Context: an optimization exercise on an open-source flow, tuned for small area. The choices shown serve that exercise and are no tape-out recipe.
The RTL was checked by simulation tests, not by an equivalence proof against the original design.
No activity file was given, so power comes from the tool's default toggle rates.

`design/flow/config.mk`:
```
export PLATFORM = sky130hd
export DESIGN_NAME = ethernet_arp_icmp_macsec_classifier_core
export DESIGN_NICKNAME = ethernet_arp_icmp_macsec_classifier_core
export VERILOG_FILES = /design/flow/design.v
export SDC_FILE = /design/flow/constraint.sdc
export NUM_CORES = 4
export LEC_CHECK = 0
export CAP_MARGIN = 20
export CORE_MARGIN = 2
export CORE_UTILIZATION = 75
export SLEW_MARGIN = 20
```
`design/flow/constraint.sdc`:
```
create_clock -name core_clock -period 5.0 [get_ports {i_clk}]
set_input_delay 1.0000 -clock core_clock [delete_from_list [all_inputs] [get_ports {i_clk}]]
set_output_delay 1.0000 -clock core_clock [all_outputs]
set_load 0.01 [all_outputs]
```
`design/flow/design.v`:
```
`default_nettype none
package ehc_pkg;
    localparam int unsigned NUM_CAP  = 20;
    localparam int unsigned NUM_ICMP = 4;
    localparam int unsigned Q_DEPTH  = 2;
    localparam int unsigned CMP_W    = 17;
    localparam int unsigned CAP_ET_HI = 0;
    localparam int unsigned CAP_ET_LO = 1;
    localparam int unsigned CAP_B14   = 2;
    localparam int unsigned CAP_B15   = 3;
    localparam int unsigned CAP_B16   = 4;
    localparam int unsigned CAP_B17   = 5;
    localparam int unsigned CAP_B18   = 6;
    localparam int unsigned CAP_B19   = 7;
    localparam int unsigned CAP_B20   = 8;
    localparam int unsigned CAP_B21   = 9;
    localparam int unsigned CAP_B22   = 10;
    localparam int unsigned CAP_B23   = 11;
    localparam int unsigned CAP_SPA   = 12;
    localparam int unsigned CAP_TPA   = 16;
    localparam int unsigned IP_HDR_POS = 14;
    localparam logic [15:0] ETH_IPV4   = 16'h0800;
    localparam logic [15:0] ETH_ARP    = 16'h0806;
    localparam logic [15:0] ETH_MACSEC = 16'h88E5;
    localparam logic [15:0] ARP_HTYPE_ETH = 16'h0001;
    localparam logic [15:0] ARP_OP_REQ    = 16'h0001;
    localparam logic [15:0] ARP_OP_REPLY  = 16'h0002;
    localparam logic [7:0]  ARP_HLEN      = 8'd6;
    localparam logic [7:0]  ARP_PLEN      = 8'd4;
    localparam logic [7:0]  IP_PROTO_ICMP = 8'd1;
    localparam logic [7:0]  SHORT_LEN_MASK = 8'h3F;
    localparam logic [CMP_W-1:0] MIN_ETH    = CMP_W'(14);
    localparam logic [CMP_W-1:0] MIN_ARP    = CMP_W'(42);
    localparam logic [CMP_W-1:0] MIN_IPV4   = CMP_W'(34);
    localparam logic [CMP_W-1:0] MIN_ICMP   = CMP_W'(42);
    localparam logic [CMP_W-1:0] MIN_MACSEC = CMP_W'(36);
    localparam logic [CMP_W-1:0] MIN_IHL    = CMP_W'(20);
    localparam logic [CMP_W-1:0] IHL_SPAN   = CMP_W'(22);
    localparam logic [2:0] ST_OK        = 3'd0;
    localparam logic [2:0] ST_MALFORMED = 3'd1;
    localparam logic [2:0] ST_TRUNC     = 3'd2;
    localparam logic [2:0] ST_UNKNOWN   = 3'd3;
    localparam logic [2:0] ST_UNSUP     = 3'd4;
    localparam logic [2:0] PR_UNKNOWN = 3'd0;
    localparam logic [2:0] PR_ARP     = 3'd1;
    localparam logic [2:0] PR_ICMP    = 3'd2;
    localparam logic [2:0] PR_MACSEC  = 3'd3;
    localparam logic [2:0] PR_IPV4    = 3'd4;
    typedef struct packed {
        logic [NUM_CAP-1:0][7:0]  cap;
        logic [NUM_ICMP-1:0][7:0] icmp;
    } t_frame_rec;
    typedef struct packed {
        logic [2:0]  status;
        logic [2:0]  protocol;
        logic [31:0] word_a;
        logic [31:0] word_b;
        logic [15:0] half_a;
        logic [15:0] half_b;
        logic [7:0]  byte_a;
        logic [7:0]  byte_b;
        logic [7:0]  byte_c;
    } t_verdict;
    function automatic logic [6:0] cap_pos(input int unsigned k);
        if (k < 12) begin
            cap_pos = 7'(12 + k);
        end else if (k < 16) begin
            cap_pos = 7'(16 + k);
        end else begin
            cap_pos = 7'(22 + k);
        end
    endfunction
endpackage
`default_nettype wire
`default_nettype none
module ethernet_arp_icmp_macsec_classifier_core #(
    parameter int unsigned LENGTH_BITS = 14
) (
    input  wire logic                   i_clk,
    input  wire logic                   i_rst_n,
    input  wire logic                   i_in_valid,
    output logic                        o_in_stall,
    input  wire logic [7:0]             i_data_byte,
    input  wire logic                   i_last_byte,
    output logic                        o_out_valid,
    input  wire logic                   i_out_stall,
    output logic [2:0]                  o_status,
    output logic [2:0]                  o_protocol,
    output logic [LENGTH_BITS-1:0]      o_frame_length,
    output logic [31:0]                 o_word_a,
    output logic [31:0]                 o_word_b,
    output logic [15:0]                 o_half_a,
    output logic [15:0]                 o_half_b,
    output logic [7:0]                  o_byte_a,
    output logic [7:0]                  o_byte_b,
    output logic [7:0]                  o_byte_c
);
    localparam logic [LENGTH_BITS-1:0] COUNT_MAX = {LENGTH_BITS{1'b1}};
    localparam logic [1:0] PC_OTHER = 2'd0;
    localparam logic [1:0] PC_ARP   = 2'd1;
    localparam logic [1:0] PC_IPV4  = 2'd2;
    localparam logic [1:0] PC_MAC   = 2'd3;
    logic                   r_pend;    
    logic                   r_hb;      
    logic                   r_ov;      
    logic                   r_osel;    
    logic [LENGTH_BITS-1:0] r_count_n;  
    logic [LENGTH_BITS-1:0] r_count;
    logic accept, push, pop, xfer, tgt;
    assign o_in_stall  = r_hb && r_pend;
    assign o_out_valid = r_ov;
    assign accept      = i_in_valid && !o_in_stall;
    assign push        = accept && i_last_byte;
    assign pop         = (r_hb || r_pend) && (!r_ov || !i_out_stall);
    assign xfer        = r_pend && (!r_hb || pop);
    assign tgt         = r_hb ? r_osel : !r_osel;
    always_ff @(posedge i_clk) begin
        if (!i_rst_n) begin
            r_pend <= 1'b0;
            r_hb   <= 1'b0;
            r_ov   <= 1'b0;
            r_osel <= 1'b0;
        end else begin
            r_pend <= push || (r_pend && !xfer);
            r_hb   <= r_hb ? (!pop || r_pend) : (r_pend && !pop);
            r_ov   <= pop || (r_ov && i_out_stall);
            r_osel <= r_osel ^ pop;
        end
    end
    logic [LENGTH_BITS-1:0] inc_count;
    assign r_count   = ~r_count_n;
    assign inc_count = r_pend ? LENGTH_BITS'(1) :
                       (r_count != COUNT_MAX) ? r_count + LENGTH_BITS'(1) : r_count;
    always_ff @(posedge i_clk) begin
        if (!i_rst_n) begin
            r_count_n <= '1;
        end else if (accept) begin
            r_count_n <= ~inc_count;
        end else if (xfer) begin
            r_count_n <= '1;
        end
    end
    logic [31:0] f_wa;    
    logic [31:0] f_wb;    
    logic [15:0] f_ha;    
    logic [7:0]  f_ba;    
    logic [7:0]  f_bb;    
    logic [1:0]  f_pc;
    logic        f_k1;    
    logic        cap;
    logic [LENGTH_BITS-1:0] p;
    logic        arp, ip4, mac;
    logic [7:0]  d;                  
    logic        lo7;                
    logic [7:0]  db;
    logic        db_z;
    assign cap  = accept && !r_pend;
    assign p    = r_count;
    assign arp  = (f_pc == PC_ARP);
    assign ip4  = (f_pc == PC_IPV4);
    assign mac  = (f_pc == PC_MAC);
    assign d    = {1'b0, r_count[6:0]} - {2'b00, ~f_wa[3:0], 2'b00};
    assign lo7  = (r_count[LENGTH_BITS-1:7] == '0);
    assign db   = i_data_byte;
    assign db_z = (db == 8'd0);
    function automatic logic at(input logic [LENGTH_BITS-1:0] pos, input int unsigned k);
        at = (pos == LENGTH_BITS'(k));
    endfunction
    logic icmp0, icmp1, icmp2, icmp3;
    assign icmp0 = ip4 && lo7 && (d == 8'd14);
    assign icmp1 = ip4 && lo7 && (d == 8'd15);
    assign icmp2 = ip4 && lo7 && (d == 8'd16);
    assign icmp3 = ip4 && lo7 && (d == 8'd17);
    logic k_upd, k_first, k_e0, k_e1, k_e2, k_e3, k_alt, k_match;
    assign k_upd   = (arp && (at(p, 14) || at(p, 15) || at(p, 16) || at(p, 17) ||
                              at(p, 18) || at(p, 19) || at(p, 20) || at(p, 21))) ||
                     (ip4 && at(p, 23)) ||
                     (mac && (at(p, 16) || at(p, 17) || at(p, 18) || at(p, 19)));
    assign k_first = (arp && at(p, 14)) || (ip4 && at(p, 23)) || (mac && at(p, 16));
    assign k_e0    = (arp && (at(p, 15) || at(p, 21))) || ip4;
    assign k_e1    = arp && at(p, 18);
    assign k_e2    = arp && (at(p, 18) || at(p, 19));
    assign k_e3    = arp && at(p, 16);
    assign k_alt   = arp && at(p, 21);
    assign k_match = (db[7:4] == 4'd0) && (db[3] == k_e3) && (db[2] == k_e2) &&
                     ((db[1:0] == {k_e1, k_e0}) || (k_alt && db[1:0] == 2'b10));
    always_ff @(posedge i_clk) begin
        if (cap) begin
            if ((arp && at(p, 28)) || (mac && at(p, 16))) f_wa[31:24] <= ~db;
            if ((arp && at(p, 29)) || (mac && at(p, 17))) f_wa[23:16] <= ~db;
            if ((arp && at(p, 30)) || (mac && at(p, 18))) f_wa[15:8]  <= ~db;
            if ((arp && at(p, 31)) || (mac && at(p, 19)) || (ip4 && at(p, 14))) f_wa[7:0] <= ~db;
            if (arp && at(p, 38)) f_wb[31:24] <= ~db;
            if ((arp && at(p, 39)) || (ip4 && at(p, 22))) f_wb[23:16] <= ~db;
            if ((arp && at(p, 40)) || (ip4 && at(p, 16))) f_wb[15:8]  <= ~db;
            if ((arp && at(p, 41)) || (ip4 && at(p, 17))) f_wb[7:0]   <= ~db;
            if ((arp && at(p, 20)) || icmp2) f_ha[15:8] <= ~db;
            if ((arp && at(p, 21)) || icmp3) f_ha[7:0]  <= ~db;
            if (at(p, 12) || (arp && at(p, 18)) || icmp0 || (mac && at(p, 14))) f_ba <= ~db;
            if ((arp && at(p, 19)) || icmp1 || (mac && at(p, 15))) f_bb <= ~db;
            if (at(p, 13)) begin
                case ({~f_ba, db})
                    ehc_pkg::ETH_ARP:    f_pc <= PC_ARP;
                    ehc_pkg::ETH_IPV4:   f_pc <= PC_IPV4;
                    ehc_pkg::ETH_MACSEC: f_pc <= PC_MAC;
                    default:             f_pc <= PC_OTHER;
                endcase
            end
            if (k_upd) f_k1 <= k_match && (k_first || f_k1);
        end
    end
    logic       n_fv;
    logic       n_x;
    logic [1:0] n_pr;
    logic [LENGTH_BITS-1:0] L;
    assign L = r_count;
    always_comb begin
        n_fv = 1'b0;
        n_x  = 1'b0;
        n_pr = 2'd0;
        if (L >= LENGTH_BITS'(14)) begin
            case (f_pc)
                PC_ARP: begin
                    n_pr = 2'd1;
                    if (L >= LENGTH_BITS'(42)) begin
                        n_fv = 1'b1;
                        n_x  = !f_k1;
                    end
                end
                PC_IPV4: begin
                    if (L < LENGTH_BITS'(34) || !f_k1) begin
                        n_fv = 1'b1;
                        n_x  = 1'b1;
                    end else begin
                        n_pr = 2'd2;
                        if (L >= LENGTH_BITS'(42)) begin
                            if ((~f_wa[3:0]) < 4'd5 || (lo7 && (d[7] || d[6:0] < 7'd22))) begin
                                n_x = 1'b1;
                            end else begin
                                n_fv = 1'b1;
                                n_x  = (~f_wb[23:16]) == 8'd0 ||
                                       ((~f_ba) >= 8'd19 && (~f_ba) <= 8'd29);
                            end
                        end
                    end
                end
                PC_MAC: begin
                    n_pr = 2'd3;
                    if (L >= LENGTH_BITS'(36)) begin
                        n_fv = 1'b1;
                        n_x  = !f_ba[7] || f_k1;
                    end
                end
                default: begin
                    n_fv = 1'b1;
                end
            endcase
        end
    end
    logic [31:0]            b_wa [2];
    logic [31:0]            b_wb [2];
    logic [15:0]            b_ha [2];
    logic [7:0]             b_ba [2];
    logic [7:0]             b_bb [2];
    logic [LENGTH_BITS-1:0] b_len[2];
    logic [1:0]             b_pr [2];
    logic                   b_x  [2];
    logic                   b_fv [2];
    for (genvar i = 0; i < 2; i++) begin : g_buf
        always_ff @(posedge i_clk) begin
            if (xfer && (tgt == 1'(i))) begin
                b_wa[i]  <= f_wa;
                b_wb[i]  <= f_wb;
                b_ha[i]  <= f_ha;
                b_ba[i]  <= f_ba;
                b_bb[i]  <= f_bb;
                b_len[i] <= r_count_n;
                b_pr[i]  <= n_pr;
                b_x[i]   <= n_x;
                b_fv[i]  <= n_fv;
            end
        end
    end
    logic [31:0] s_wa [2];
    logic [31:0] s_wb [2];
    logic [15:0] s_ha [2];
    logic [15:0] s_hb [2];
    logic [7:0]  s_ba [2];
    logic [7:0]  s_bb [2];
    logic [7:0]  s_bc [2];
    for (genvar i = 0; i < 2; i++) begin : g_out
        logic sel, e_arp, e_icmp, e_mac;
        assign sel    = (r_osel == 1'(i)) && b_fv[i] && (b_pr[i] != 2'd0);
        assign e_arp  = sel && (b_pr[i] == 2'd1);
        assign e_icmp = sel && (b_pr[i] == 2'd2);
        assign e_mac  = sel && (b_pr[i] == 2'd3);
        assign s_wa[i] = ~b_wa[i] & {32{e_arp || e_mac}};
        assign s_wb[i] = ~b_wb[i] & {32{e_arp}};
        assign s_ha[i] = ~b_ha[i] & {16{e_arp || e_icmp}};
        assign s_hb[i] = ~b_wb[i][15:0] & {16{e_icmp}};
        assign s_ba[i] = ~b_ba[i] & {8{sel}};
        assign s_bb[i] = ~b_bb[i] & {{2{sel && !e_mac}}, {6{sel}}};
        assign s_bc[i] = (~b_wb[i][23:16] & {8{e_icmp}}) | {7'd0, e_mac && ~b_ba[i][5]};
    end
    logic       o_fv;
    logic       o_x;
    logic [1:0] o_pr;
    assign o_fv = r_osel ? b_fv[1] : b_fv[0];
    assign o_x  = r_osel ? b_x[1]  : b_x[0];
    assign o_pr = r_osel ? b_pr[1] : b_pr[0];
    always_comb begin
        if (!o_fv) begin
            o_status = o_x ? ehc_pkg::ST_MALFORMED : ehc_pkg::ST_TRUNC;
        end else if (o_pr != 2'd0) begin
            o_status = {2'b00, o_x};
        end else begin
            o_status = o_x ? ehc_pkg::ST_UNSUP : ehc_pkg::ST_UNKNOWN;
        end
    end
    assign o_word_a       = s_wa[0] | s_wa[1];
    assign o_word_b       = s_wb[0] | s_wb[1];
    assign o_half_a       = s_ha[0] | s_ha[1];
    assign o_half_b       = s_hb[0] | s_hb[1];
    assign o_byte_a       = s_ba[0] | s_ba[1];
    assign o_byte_b       = s_bb[0] | s_bb[1];
    assign o_byte_c       = s_bc[0] | s_bc[1];
    assign o_protocol     = {o_fv && o_x && (o_pr == 2'd0), o_pr};
    assign o_frame_length = ~(r_osel ? b_len[1] : b_len[0]);
endmodule
`default_nettype wire
```
`design/flow/flow/run.sh`:
```
#!/bin/bash
# layout flow: the standard flow (standard.sh) with
#  - synthesis: the standard synthesis script, run on a copy of ORFS's scripts in which only
#    the ABC mapping script (abc_speed.script) is replaced by flow/abc_map.script, an
#    area-recovering variant of it; flip-flops are mapped before ABC, so registers, their
#    names and cell types are those of the standard synthesis
#  - port buffers made of the smallest buffer cell, sky130_fd_sc_hd__buf_1
#  - clock tree of clkbuf_8 with small sink clusters and no dummy loads
# logs: synth.log and standard.log here, and each step's log under orfs/logs
set -euo pipefail
rm -rf scripts_abc
cp -r "$FLOW_HOME/scripts" scripts_abc
cp flow/abc_map.script scripts_abc/abc_speed.script
export BUFFER_PORTS_ARGS="-buffer_cell sky130_fd_sc_hd__buf_1"
export CTS_ARGS="-sink_clustering_enable -repair_clock_nets -sink_clustering_size 20 -sink_clustering_max_diameter 45 -buf_list sky130_fd_sc_hd__clkbuf_8 -dont_use_dummy_load"
bash standard.sh synth SCRIPTS_DIR="$PWD/scripts_abc" > synth.log 2>&1
bash standard.sh > standard.log 2>&1
```
`design/flow/flow/abc_map.script`:
```
&get -n
&st
&dch
&nf
&st
&syn2
&if -g -K 6
&synch2
&nf
&st
&syn2
&if -g -K 6
&synch2
&nf
&st
&dch -f
&nf -R 1000
&st
&dch -f
&nf -R 1000
&st
&dch -f
&nf -R 1000
&st
&dch -f
&nf -R 1000
&put
```
`design/flow/standard.sh`:
```
#!/bin/bash
# synth_recipe.tcl (not shown) runs the flow's synth.tcl, then flattens the netlist and writes it again
# the make line also repeats each setting of config.mk as NAME=value (left out here)
make -C /OpenROAD-flow-scripts/flow DESIGN_CONFIG=/design/flow/config.mk WORK_HOME=/design/flow/orfs CLKGATE_MAP_FILE= SYNTH_SCRIPT=/design/flow/synth_recipe.tcl "${@:-finish}"
```
==> results.ini, run 1 <==
[clock_tree]
postCtsHoldBufs=0
clock_latency_ns=0.61
cts.sinks=345
path_clk_slew_ns=0.11
cts_max_path_buffers=3
clockRootBuffer=clkbuf_8
cts_tree=built
cts_made_buffers=31
htree_levels=1
cts_resized=0
cts_setup_buffers=0

[finish]
nFillCells=808
final_core_util_pct=84.77
nets=974
drive_gt1_share_pct=4.958
final-instance-count-excl-fill=1168
areaGrowthSynthToFinish_pct=10.93
multi_input_area_um2=2387
fin_area_um2=14010
diodes=0
regArea_um2=10180

[route]
dr.first_iter.drc_count=916
antenna_left=0
drtPass1Iterations=7
wire_per_inst_um=23.52
drc_errors=0
vias=7997
routed_wirelength_mm=27.48
viasPerCell=6.847

[synth]
synth_area_leaders=edfxtp_1 (78%), o22ai_1 (6.0%), dfxtp_1 (2.9%)
yosysUniqueCellTypes=42
synth_top_family_by_area=compound AO/OA/AOI/OAI gates
synth_top_area_share_pct=77.76
synth_common_cells=edfxtp_1 (327), o22ai_1 (121), nand2_1 (40), nor2_1 (33), clkinv_1 (21)
syn_area_per_cell_um2=16.79
synth_compound_area_share_pct=9.512
synthSimpleGateAreaFrac_pct=6.153
synth_edf_count=327
synthAdderAreaFrac_pct=1.149
synthMuxAreaShare_pct=1.536
syn-num-nets=776
yosysSeqAreaShare_pct=80.61
synthXorXnorAreaFrac_pct=0.4161
ys_warn_count=17
yosysTopAreaCell=edfxtp_1
synth_seq_cells=345
synth_ff_type=edfxtp_1
syn-cell-area_um2=12630
synth_cells=752
async_flop_share_pct=0
post-synth-top-count-cell=edfxtp_1

[critical_path]
path_max_fanout=25
crit_arrival_ns=2.90
critPathKind=reg -> out
critPathLaunchType=register
setup.worst_path.end_class=output port
r2r_setup_slack_ns=1.56
reg2reg_depth=6
required_ns=4.00

[worst_hold_path]
hp-class=reg -> reg
hold_depth=0

[power]
total_power_mw=4.686
p_leak_nw=4.266
ir_drop_mv=0.2800
powerDensity_nw_per_um2=334.5

[floorplanning]
io_pins=155
die-area_um2=17890
die_w_um=133.8
start_util_pct=76.42
core_um2=16520
rows=47
dieHeight_um=133.8

[sta]
slew_headroom_pct=29.38
finalSetupViolations=0
fmax_ghz=0.2562
fin_skew_ns=0.05443
fin_setup_tns_ns=0
setup_ws_ns=1.096
fin_crit_sh_pct=78.08
fin_crit_ns=3.904
worstMarginPinSlew_ns=1.059
hold_viol=0
hold_ws_ns=0.4184
rsz0062_at_grt=no
slew_viol_final=0

[placed_design]
postPlaceCellArea_um2=13580
dp_hpwl_mm=17.31
dpl.cell_count=1137
io_buffers=154
gp_congestion=0.9635
pre_cts_slack_ns=1.544

[grt]
grt_pass1_vias=7602
grt_max_degree=78
overflow=0
grtUsageTotal_pct=30.64
antenna_found_initial=0
grt_pass1_wl_mm=41.36

[job]
maxCapViolations=0

[status]
outcome=timing/DRC/antenna clean

-- registers in the layout, summed over array words and instances (netlist names), 2 cells and up --
name,flops
r_count_n,14
b_ba,16
b_wa,64
b_wb,64
f_bb,8
f_ha,16
b_pr,4
b_x,2
f_ba,8
f_wb,32
b_len,28
f_pc,2
b_fv,2
f_wa,32
b_bb,16
b_ha,32
-- cell type report --
class                   count  share of cell area (%)
inverters                  21                  0.5627
clock buffers              31                   3.046
well taps                 220                   1.965
multi-input cells         386                   17.04
repair buffers            165                   4.716
flip-flops and latches    345                   72.67
-- worst max-delay path, stage by stage (launching register included) --
cell and delay [ns]:
dfxtp_1 0.35, buf_4 0.38, nand4b_1 0.84, o22ai_1 0.55, buf_1 0.20
-- power by group --
part | internal [mW] | total (mW) | switching (mW)
combinational | 0.0369 | 0.154 | 0.117
sequential | 3.16 | 3.18 | 0.0163
clock | 0.549 | 1.35 | 0.803
-- logic make-up after synthesis --
| logic type | after synthesis |
|---|---|
| fa+ha+maj | 11 |
| simple gates | 159 |
| buf+inv | 21 |
| mux | 19 |
| compound gates | 191 |
| xor+xnor | 6 |
| flops | 345 |
-- per-layer routing --
metal  vias to the layer above  global-route usage, %  wire length [um]
met1                      3916                  43.45             10390
met3                        67                  4.186              2588
met5                         -                      0                 0
met4                         0                  9.752               655
li1                       3452                      -                 -
met2                       562                  50.94             13840
-- cells in the final DEF (no fill, tap or decap), types with 3 or more instances in the layout --
cell type / instances
mux2_1: 3
nand3_1: 20
clkinv_1: 21
buf_1: 154
nand2_1: 40
buf_4: 11
a21o_1: 6
nor4_1: 7
nand4_1: 9
o211ai_1: 5
and2_0: 4
a221o_1: 3
mux2i_1: 16
o22ai_1: 121
dfxtp_1: 18
a21oi_1: 19
nor3_1: 18
edfxtp_1: 327
clkbuf_8: 31
nand2b_1: 7
nor2b_1: 5
o21ai_0: 18
ha_1: 10
xnor2_1: 4
a31oi_1: 5
o41ai_1: 3
nor2_1: 32
-- worst paths after layout --
kind	start	to
max	r_osel$_SDFF_PN0_	o_byte_c[6]
max reg2reg	r_count_n[5]$_SDFFE_PN1P_	f_ha[3]$_DFFE_PP_
min	f_wa[7]$_DFFE_PP_	b_wa[0][7]$_DFFE_PP_
min reg2reg	f_wa[7]$_DFFE_PP_	b_wa[0][7]$_DFFE_PP_
==> run 2, diff against run 1 <==
--- a/design/flow/flow/run.sh
+++ b/design/flow/flow/run.sh
@@ -13,5 +13,5 @@
 cp flow/abc_map.script scripts_abc/abc_speed.script
 export BUFFER_PORTS_ARGS="-buffer_cell sky130_fd_sc_hd__buf_1"
-export CTS_ARGS="-sink_clustering_enable -repair_clock_nets -sink_clustering_size 20 -sink_clustering_max_diameter 45 -buf_list sky130_fd_sc_hd__clkbuf_8 -dont_use_dummy_load"
+export CTS_ARGS="-sink_clustering_enable -repair_clock_nets -sink_clustering_size 30 -sink_clustering_max_diameter 60 -buf_list sky130_fd_sc_hd__clkbuf_16 -root_buf sky130_fd_sc_hd__clkbuf_8 -tree_buf sky130_fd_sc_hd__clkbuf_8 -dont_use_dummy_load"
 bash standard.sh synth SCRIPTS_DIR="$PWD/scripts_abc" > synth.log 2>&1
 bash standard.sh > standard.log 2>&1
==> results.ini, run 2 <==
[status]
outcome=timing/DRC/antenna clean

[grt]
grt_pass1_wl_mm=41.92
overflow=0
grt_pass1_vias=7534
grt_max_degree=78
antenna_found_initial=0
grtUsageTotal_pct=31.08

[synth]
synth_ff_type=edfxtp_1
synthMuxAreaShare_pct=1.536
yosysSeqAreaShare_pct=80.61
synthAdderAreaFrac_pct=1.149
synth_common_cells=edfxtp_1 (327), o22ai_1 (121), nand2_1 (40), nor2_1 (33), clkinv_1 (21)
synth_compound_area_share_pct=9.512
post-synth-top-count-cell=edfxtp_1
synth_edf_count=327
synth_top_family_by_area=compound AO/OA/AOI/OAI gates
synthSimpleGateAreaFrac_pct=6.153
synth_seq_cells=345
syn_area_per_cell_um2=16.79
async_flop_share_pct=0
syn-num-nets=776
synth_cells=752
synthXorXnorAreaFrac_pct=0.4161
yosysUniqueCellTypes=42
yosysTopAreaCell=edfxtp_1
synth_area_leaders=edfxtp_1 (78%), o22ai_1 (6.0%), dfxtp_1 (2.9%)
syn-cell-area_um2=12630
synth_top_area_share_pct=77.76
ys_warn_count=17

[clock_tree]
htree_levels=1
clockRootBuffer=clkbuf_8
cts_setup_buffers=0
postCtsHoldBufs=0
cts_max_path_buffers=3
cts_resized=0
path_clk_slew_ns=0.10
cts_tree=built
cts.sinks=345
clock_latency_ns=0.56
cts_made_buffers=16

[route]
drtPass1Iterations=6
dr.first_iter.drc_count=1141
routed_wirelength_mm=27.75
antenna_left=0
vias=7927
drc_errors=0
wire_per_inst_um=24.05
viasPerCell=6.869

[critical_path]
required_ns=4.00
path_delay_family=buffers and inverters
crit_arrival_ns=2.86
critPathKind=reg -> out
r2r_setup_slack_ns=1.59
slowest_delay_ns=0.59
path_cells=buf_4 -> nand3_1 -> buf_4 -> or2_2 -> o22ai_1 -> buf_1
crit_path_top_delay_cell=or2_2
path_max_fanout=33
crit_buf_inv=3
critPathLaunchType=register
setup.worst_path.end_class=output port
cp_common_cell=buf_4

[sta]
hold_viol=0
fmax_ghz=0.2590
slew_viol_final=0
rsz0062_at_grt=no
slew_headroom_pct=29.86
fin_skew_ns=0.04623
fin_crit_sh_pct=77.21
finalSetupViolations=0
worstMarginPinSlew_ns=1.052
fin_crit_ns=3.861
fin_setup_tns_ns=0
setup_ws_ns=1.139

[finish]
top_regs=b_wa (64), b_wb (64)
areaGrowthSynthToFinish_pct=10.57
drive_gt1_share_pct=3.533
fin_area_um2=13960
nFillCells=797
nets=960
regArea_um2=10180
layout_common_cells=edfxtp_1 (327), buf_1 (154), o22ai_1 (121)
multi_input_area_um2=2387
layout_commonest_cell=edfxtp_1
diodes=0

[power]
powerDensity_nw_per_um2=330.6
ir_drop_mv=0.2867
combPwrFrac_pct=3.4
internal-power_mw=3.720
power.switching_mw=0.8964
p_clk_share_pct=27.8
p_leak_nw=4.233
power_switching_share_pct=19.42
seqPwrFrac_pct=68.9

[floorplanning]
die_w_um=133.8
dieHeight_um=133.8
io_pins=155
rows=47
start_util_pct=76.42
core_um2=16520
die-area_um2=17890

[placed_design]
pre_cts_slack_ns=1.544
postPlaceCellArea_um2=13580
gp_congestion=0.9635
io_buffers=154
dp_hpwl_mm=17.31

[worst_hold_path]
hp-class=reg -> reg

[job]
maxCapViolations=0

[run 2: cell counts after synthesis]
No cell type changed its count.
[run 2: metrics by stage]
| step | util, % | power [mW] | hold WS [ns] | cells |
|---|---|---|---|---|
| 4_1_cts | 84.38 | 4.610 | 0.4423 | 1153 |
| 5_1_grt | 84.50 | 4.708 | 0.4481 | 1154 |
| 3_5_place_dp | 82.16 | 3.394 | 0.4298 | 1137 |
| 6_report | 84.50 | 4.616 | 0.4440 | 1154 |
| 2_1_floorplan | - | 3.325 | 0.4215 | 752 |
| 3_3_place_gp | 82.16 | 3.386 | 0.4219 | 1137 |
[run 2: kinds of logic after synthesis]
group,Yosys count
AO/OA/AOI/OAI,191
adder cells (fa/ha/maj),11
flip-flops,345
multiplexers,19
buffers and inverters,21
AND/OR/NAND/NOR,159
XOR/XNOR,6
[run 2: path summary, 6_finish.rpt]
kind                             startpoint                   end  cells after the start
hold reg to reg           f_ha[7]$_DFFE_PP_  b_ha[1][7]$_DFFE_PP_                      0
hold / removal            f_ha[7]$_DFFE_PP_  b_ha[1][7]$_DFFE_PP_                      0
setup reg to reg  r_count_n[5]$_SDFFE_PN1P_     f_ha[7]$_DFFE_PP_                      6
setup / recovery          r_osel$_SDFF_PN0_          o_word_b[22]                      6
[run 2: power by group through the flow]
| stage | combinational (mW) | sequential (mW) | clock [mW] |
|---|---|---|---|
| after floorplan | 0.0804 | 3.24 | 0 |
| after global placement | 0.145 | 3.24 | 0 |
| after detailed placement | 0.151 | 3.24 | 0 |
| after CTS | 0.153 | 3.18 | 1.28 |
| after global routing | 0.164 | 3.18 | 1.36 |
| final | 0.156 | 3.18 | 1.28 |
[run 2: routing by layer]
metal	vias up	global-route usage (%)	routed length, um
met3	69	3.843	2837
met1	3853	43.94	10140
met5	-	0	0
li1	3425	-	-
met4	0	8.983	715
met2	580	52.54	14050
[run 2: layout make-up]
cell class,instances,share of cell area (%)
inverter,21,0.5645
clock buffer,16,2.625
sequential,345,72.90
multi-input combinational,386,17.10
timing repair buffer,166,4.839
tap,220,1.971
==> run 3, diff against run 2 <==
--- a/design/flow/flow/run.sh
+++ b/design/flow/flow/run.sh
@@ -6,5 +6,5 @@
 #    names and cell types are those of the standard synthesis
 #  - port buffers made of the smallest buffer cell, sky130_fd_sc_hd__buf_1
-#  - clock tree of clkbuf_8 with small sink clusters and no dummy loads
+#  - clock tree: clkbuf_16 at the sink clusters (at most 30 flip-flops), clkbuf_8 above them, no dummy loads
 # logs: synth.log and standard.log here, and each step's log under orfs/logs
 set -euo pipefail
==> results.ini, run 3 <==
[placed_design]
gp_congestion=0.9635
pre_cts_slack_ns=1.544
dp_hpwl_mm=17.31
io_buffers=154

[floorplanning]
die-area_um2=17890
core_um2=16520
die_w_um=133.8
io_pins=155
dieHeight_um=133.8
start_util_pct=76.42
rows=47

[sta]
fin_setup_tns_ns=0
fmax_ghz=0.2590
setup_ws_ns=1.139
fin_crit_ns=3.861
worstMarginPinSlew_ns=1.052
slew_viol_final=0
rsz0062_at_grt=no
hold_viol=0
finalSetupViolations=0
slew_headroom_pct=29.86
fin_skew_ns=0.04623
fin_crit_sh_pct=77.21

[job]
maxCapViolations=0

[synth]
yosysUniqueCellTypes=42
synth_area_leaders=edfxtp_1 (78%), o22ai_1 (6.0%), dfxtp_1 (2.9%)
post-synth-top-count-cell=edfxtp_1
syn-cell-area_um2=12630
yosysSeqAreaShare_pct=80.61
synth_common_cells=edfxtp_1 (327), o22ai_1 (121), nand2_1 (40), nor2_1 (33), clkinv_1 (21)
ys_warn_count=17
synth_seq_cells=345
syn_area_per_cell_um2=16.79
synth_cells=752
synth_top_area_share_pct=77.76
yosysTopAreaCell=edfxtp_1
async_flop_share_pct=0
synth_ff_type=edfxtp_1
synth_edf_count=327
syn-num-nets=776

[route]
antenna_left=0
wire_per_inst_um=24.05
routed_wirelength_mm=27.75
drc_errors=0
vias=7927
drtPass1Iterations=6
viasPerCell=6.869
dr.first_iter.drc_count=1141

[clock_tree]
path_clk_slew_ns=0.10
clock_latency_ns=0.56
postCtsHoldBufs=0
cts_made_buffers=16
clockRootBuffer=clkbuf_8
cts_max_path_buffers=3
htree_levels=1
cts_resized=0
cts_tree=built
cts_setup_buffers=0
cts.sinks=345

[power]
ir_drop_mv=0.2867
total_power_mw=4.616
p_leak_nw=4.233
powerDensity_nw_per_um2=330.6

[finish]
multi_input_area_um2=2387
nets=960
top_regs=b_wa (64), b_wb (64)
layout_common_cells=edfxtp_1 (327), buf_1 (154), o22ai_1 (121)
areaGrowthSynthToFinish_pct=10.57
regArea_um2=10180
layout_commonest_cell=edfxtp_1
drive_gt1_share_pct=3.533
nFillCells=797
diodes=0

[grt]
grt_pass1_wl_mm=41.92
grtUsageTotal_pct=31.08
grt_pass1_vias=7534
overflow=0
grt_max_degree=78
antenna_found_initial=0

[worst_hold_path]
hp-class=reg -> reg
hold_depth=0

[critical_path]
critPathKind=reg -> out
slowest_delay_ns=0.59
path_cells=buf_4 -> nand3_1 -> buf_4 -> or2_2 -> o22ai_1 -> buf_1
cp_common_cell=buf_4
setup.worst_path.end_class=output port
crit_path_top_delay_cell=or2_2
crit_arrival_ns=2.86
reg2reg_depth=6
path_max_fanout=33
required_ns=4.00
critPathLaunchType=register

[status]
outcome=timing/DRC/antenna clean

run 3: layer usage:
layer  routed length, um  vias up  GRT usage [%]
met2               14050      580          52.54
li1                    -     3425              -
met1               10140     3853          43.94
met4                 715        0          8.983
met5                   0        -              0
met3                2837       69          3.843
run 3: cell type report:
| type | count | area share [%] |
|---|---|---|
| inverters | 21 | 0.5645 |
| clock buffers | 16 | 2.625 |
| well taps | 220 | 1.971 |
| flip-flops and latches | 345 | 72.90 |
| repair buffers | 166 | 4.839 |
| multi-input cells | 386 | 17.10 |
run 3: metrics by stage:
step	utilization, %	hold WS, ns	instance area, um2	std cells
after detailed placement	82.16	0.4298	13580	1137
after CTS	84.38	0.4423	13940	1153
after global placement	82.16	0.4219	13580	1137
after global routing	84.50	0.4481	13960	1154
final	84.50	0.4440	13960	1154
after floorplan	-	0.4215	12630	752
run 3: report_power, final:
group	leakage (nW)	internal, mW	switching, mW	total (mW)
sequential	3.04	3.16	0.0166	3.18
clock	0.182	0.520	0.761	1.28
combinational	1.01	0.0372	0.119	0.156
total	4.23	3.72	0.896	4.62
run 3: path summary, 6_finish.rpt:
| path | start | endpoint | slack [ns] |
|---|---|---|---|
| max | r_osel$_SDFF_PN0_ | o_word_b[22] | 1.14 |
| min | f_ha[7]$_DFFE_PP_ | b_ha[1][7]$_DFFE_PP_ | 0.44 |
| max reg2reg | r_count_n[5]$_SDFFE_PN1P_ | f_ha[7]$_DFFE_PP_ | 1.59 |
| min reg2reg | f_ha[7]$_DFFE_PP_ | b_ha[1][7]$_DFFE_PP_ | 0.44 |
run 3: worst max-delay path, delay by kind of cell (launching register included):
family	cells	cell delay, ns
buf+inv	3	0.86
simple gates	2	0.75
flops	1	0.36
compound gates	1	0.33
run 3: kinds of logic after synthesis:
group | share of synthesized area [%]
simple gates | 6.153
fa+ha+maj | 1.149
flops | 80.61
compound gates | 9.512
buf+inv | 0.6242
mux | 1.536
xor+xnor | 0.4161
==> run 4, diff against run 3 <==
--- a/design/flow/config.mk
+++ b/design/flow/config.mk
@@ -8,4 +8,4 @@
 export CAP_MARGIN = 20
 export CORE_MARGIN = 2
-export CORE_UTILIZATION = 75
+export CORE_UTILIZATION = 80
 export SLEW_MARGIN = 20
==> results.ini, run 4 <==
[sta]
slew_viol_final=0
hold_viol=0
fmax_ghz=0.2386
fin_setup_tns_ns=0
rsz0062_at_grt=no
slew_headroom_pct=13.68
fin_crit_sh_pct=83.82
finalSetupViolations=0
worstMarginPinSlew_ns=1.283
fin_crit_ns=4.191
fin_skew_ns=0.02763

[synth]
synth_common_cells=edfxtp_1 (327), o22ai_1 (121), nand2_1 (40), nor2_1 (33), clkinv_1 (21)
yosysTopAreaCell=edfxtp_1
yosysUniqueCellTypes=42
syn-num-nets=776
synth_cells=752
yosysSeqAreaShare_pct=80.61
synth_area_leaders=edfxtp_1 (78%), o22ai_1 (6.0%), dfxtp_1 (2.9%)
synth_top_area_share_pct=77.76
synth_edf_count=327
syn-cell-area_um2=12630
synth_seq_cells=345
syn_area_per_cell_um2=16.79
post-synth-top-count-cell=edfxtp_1
synth_ff_type=edfxtp_1
ys_warn_count=17
async_flop_share_pct=0

[route]
vias=8701
antenna_left=0
drc_errors=0
viasPerCell=7.599
drtPass1Iterations=8
wire_per_inst_um=29.30
routed_wirelength_mm=33.55
dr.first_iter.drc_count=1841

[floorplanning]
start_util_pct=82.46
die_w_um=129.6
die-area_um2=16810
core_um2=15310
io_pins=155
dieHeight_um=129.6
rows=45

[finish]
final_core_util_pct=91.08
drive_gt1_share_pct=3.533
areaGrowthSynthToFinish_pct=10.45
layout_commonest_cell=edfxtp_1
nFillCells=510
top_regs=b_wa (64), b_wb (64)
diodes=0
nets=960
layout_common_cells=edfxtp_1 (327), buf_1 (154), o22ai_1 (121)

[power]
internal-power_mw=3.722
power_switching_share_pct=20.50
seqPwrFrac_pct=68.0
powerDensity_nw_per_um2=335.7
ir_drop_mv=0.3298
combPwrFrac_pct=3.4
p_leak_nw=4.231
p_clk_share_pct=28.6
power.switching_mw=0.9600

[critical_path]
path_max_fanout=25
crit_start=r_osel$_SDFF_PN0_
required_ns=4.00
r2r_start=r_count_n[5]$_SDFFE_PN1P_
critPathKind=reg -> out
r2r_end=f_ba[6]$_DFFE_PP_
setup.worst_path.end_class=output port
crit_arrival_ns=3.19
r2r_setup_slack_ns=1.53
critPathLaunchType=register
endpoint=o_byte_c[0]
reg2reg_depth=6

[clock_tree]
cts.sinks=345
cts_max_path_buffers=3
path_clk_slew_ns=0.11
cts_resized=0
postCtsHoldBufs=0
htree_levels=1
clock_latency_ns=0.58
cts_tree=built
clockRootBuffer=clkbuf_8
cts_setup_buffers=0
cts_made_buffers=16

[grt]
grt_pass1_wl_mm=49.07
overflow=0
antenna_found_initial=0
grtUsageTotal_pct=40.05
grt_pass1_vias=8254
grt_max_degree=70

[placed_design]
io_buffers=154
dp_hpwl_mm=18.57
gp_congestion=1.026

[status]
outcome=timing/DRC/antenna clean

[worst_hold_path]
hp-class=reg -> reg
min_from=f_wb[1]$_DFFE_PP_

[job]
maxCapViolations=0

[run 4: cell count changes in the layout (fill, tap and decap cells not counted)]
cell | before | now
buf_6 | 0 | 1
buf_8 | 1 | 0
[run 4: area by class of cell]
cell class | count | area (um2) | area share, %
clock buffer | 16 | 366.6 | 2.628
inverter | 21 | 78.83 | 0.5651
multi-input combinational | 386 | 2387 | 17.12
sequential | 345 | 10180 | 72.98
tap | 211 | 264.0 | 1.893
timing repair buffer | 166 | 671.9 | 4.817
[run 4: layer usage]
layer | global-route usage [%] | wire (um) | up-vias
met5 | 0 | 0 | -
met4 | 16.89 | 2303 | 0
met3 | 7.019 | 4254 | 235
met2 | 67.26 | 16430 | 983
met1 | 53.13 | 10570 | 4051
li1 | - | - | 3432
[run 4: worst min-delay path by stage]
stage,end,slack (ns),cells past startpoint
2_1_floorplan,b_bb[0][0]$_DFFE_PP_,0.42,0
3_3_place_gp,b_wb[1][24]$_DFFE_PP_,0.42,0
3_5_place_dp,b_wa[1][6]$_DFFE_PP_,0.43,0
4_1_cts,b_wa[0][23]$_DFFE_PP_,0.44,0
5_1_grt,b_wa[0][23]$_DFFE_PP_,0.45,0
6_report,b_wb[1][1]$_DFFE_PP_,0.45,0
[run 4: power by group through the flow]
stage / logic (mW) / registers [mW] / clock network [mW]
6_report: 0.160 / 3.18 / 1.34
5_1_grt: 0.168 / 3.18 / 1.40
4_1_cts: 0.154 / 3.18 / 1.31
3_5_place_dp: 0.149 / 3.24 / 0
3_3_place_gp: 0.143 / 3.24 / 0
2_1_floorplan: 0.0804 / 3.24 / 0
[run 4: through the flow]
stage	hold WS (ns)	power [mW]	std cells	setup WS (ns)	instance area, um2
global placement	0.4225	3.384	1128	1.720	13570
CTS	0.4408	4.640	1144	0.9412	13930
finish	0.4458	4.682	1145	0.8089	13950
floorplan	0.4215	3.325	752	0.3783	12630
detailed placement	0.4322	3.394	1128	1.635	13570
global route	0.4489	4.751	1145	0.7770	13950
[run 4: kinds of logic after synthesis]
logic type,count (synthesis),synth area share [%]
DFF,345,80.61
AOI/OAI and AO/OA,191,9.512
and+or+nand+nor,159,6.153
buffers and inverters,21,0.6242
muxes,19,1.536
adders and majority gates,11,1.149
xor gates and xnor gates,6,0.4161
[run 4: worst max-delay path, stage by stage, from the launching register on]
cell and delay (ns):
dfxtp_1 0.35, buf_4 0.28, nor2b_1 0.36, nand3b_1 0.79, o221ai_1 0.56, buf_1 0.28

port drivers added, routing unchanged:
The flow's constraints put no driver on any port. The routed layouts listed below were extracted and timed again, unchanged, in two steps.
Step 1 sets driving cells, clkbuf_16 on the clock port and buf_2 on the other inputs (assumed; they add their load-dependent delay and slew).
Step 2, shift: input delay + t, output delay - t, t = (earliest + latest rising clock arrival at the registers) / 2. This alone moves slack from input paths to output paths.
Three values: no drivers, after step 1, after step 2; two values: the first two.
run	shift t [ns]	setup WS [ns]	worst setup path after step 2	latest minus earliest clock arrival (ns)
run 1	0.615	1.096 / 1.058 / 1.564	register to register	0.060 / 0.059
run 2	0.576	1.139 / 1.100 / 1.543	input to register	0.047 / 0.047
run 3	0.576	1.139 / 1.100 / 1.543	input to register	0.047 / 0.047
run 4	0.602	0.809 / 0.771 / 1.373	register to output	0.027 / 0.028
After both steps setup and hold are still met in every run listed.
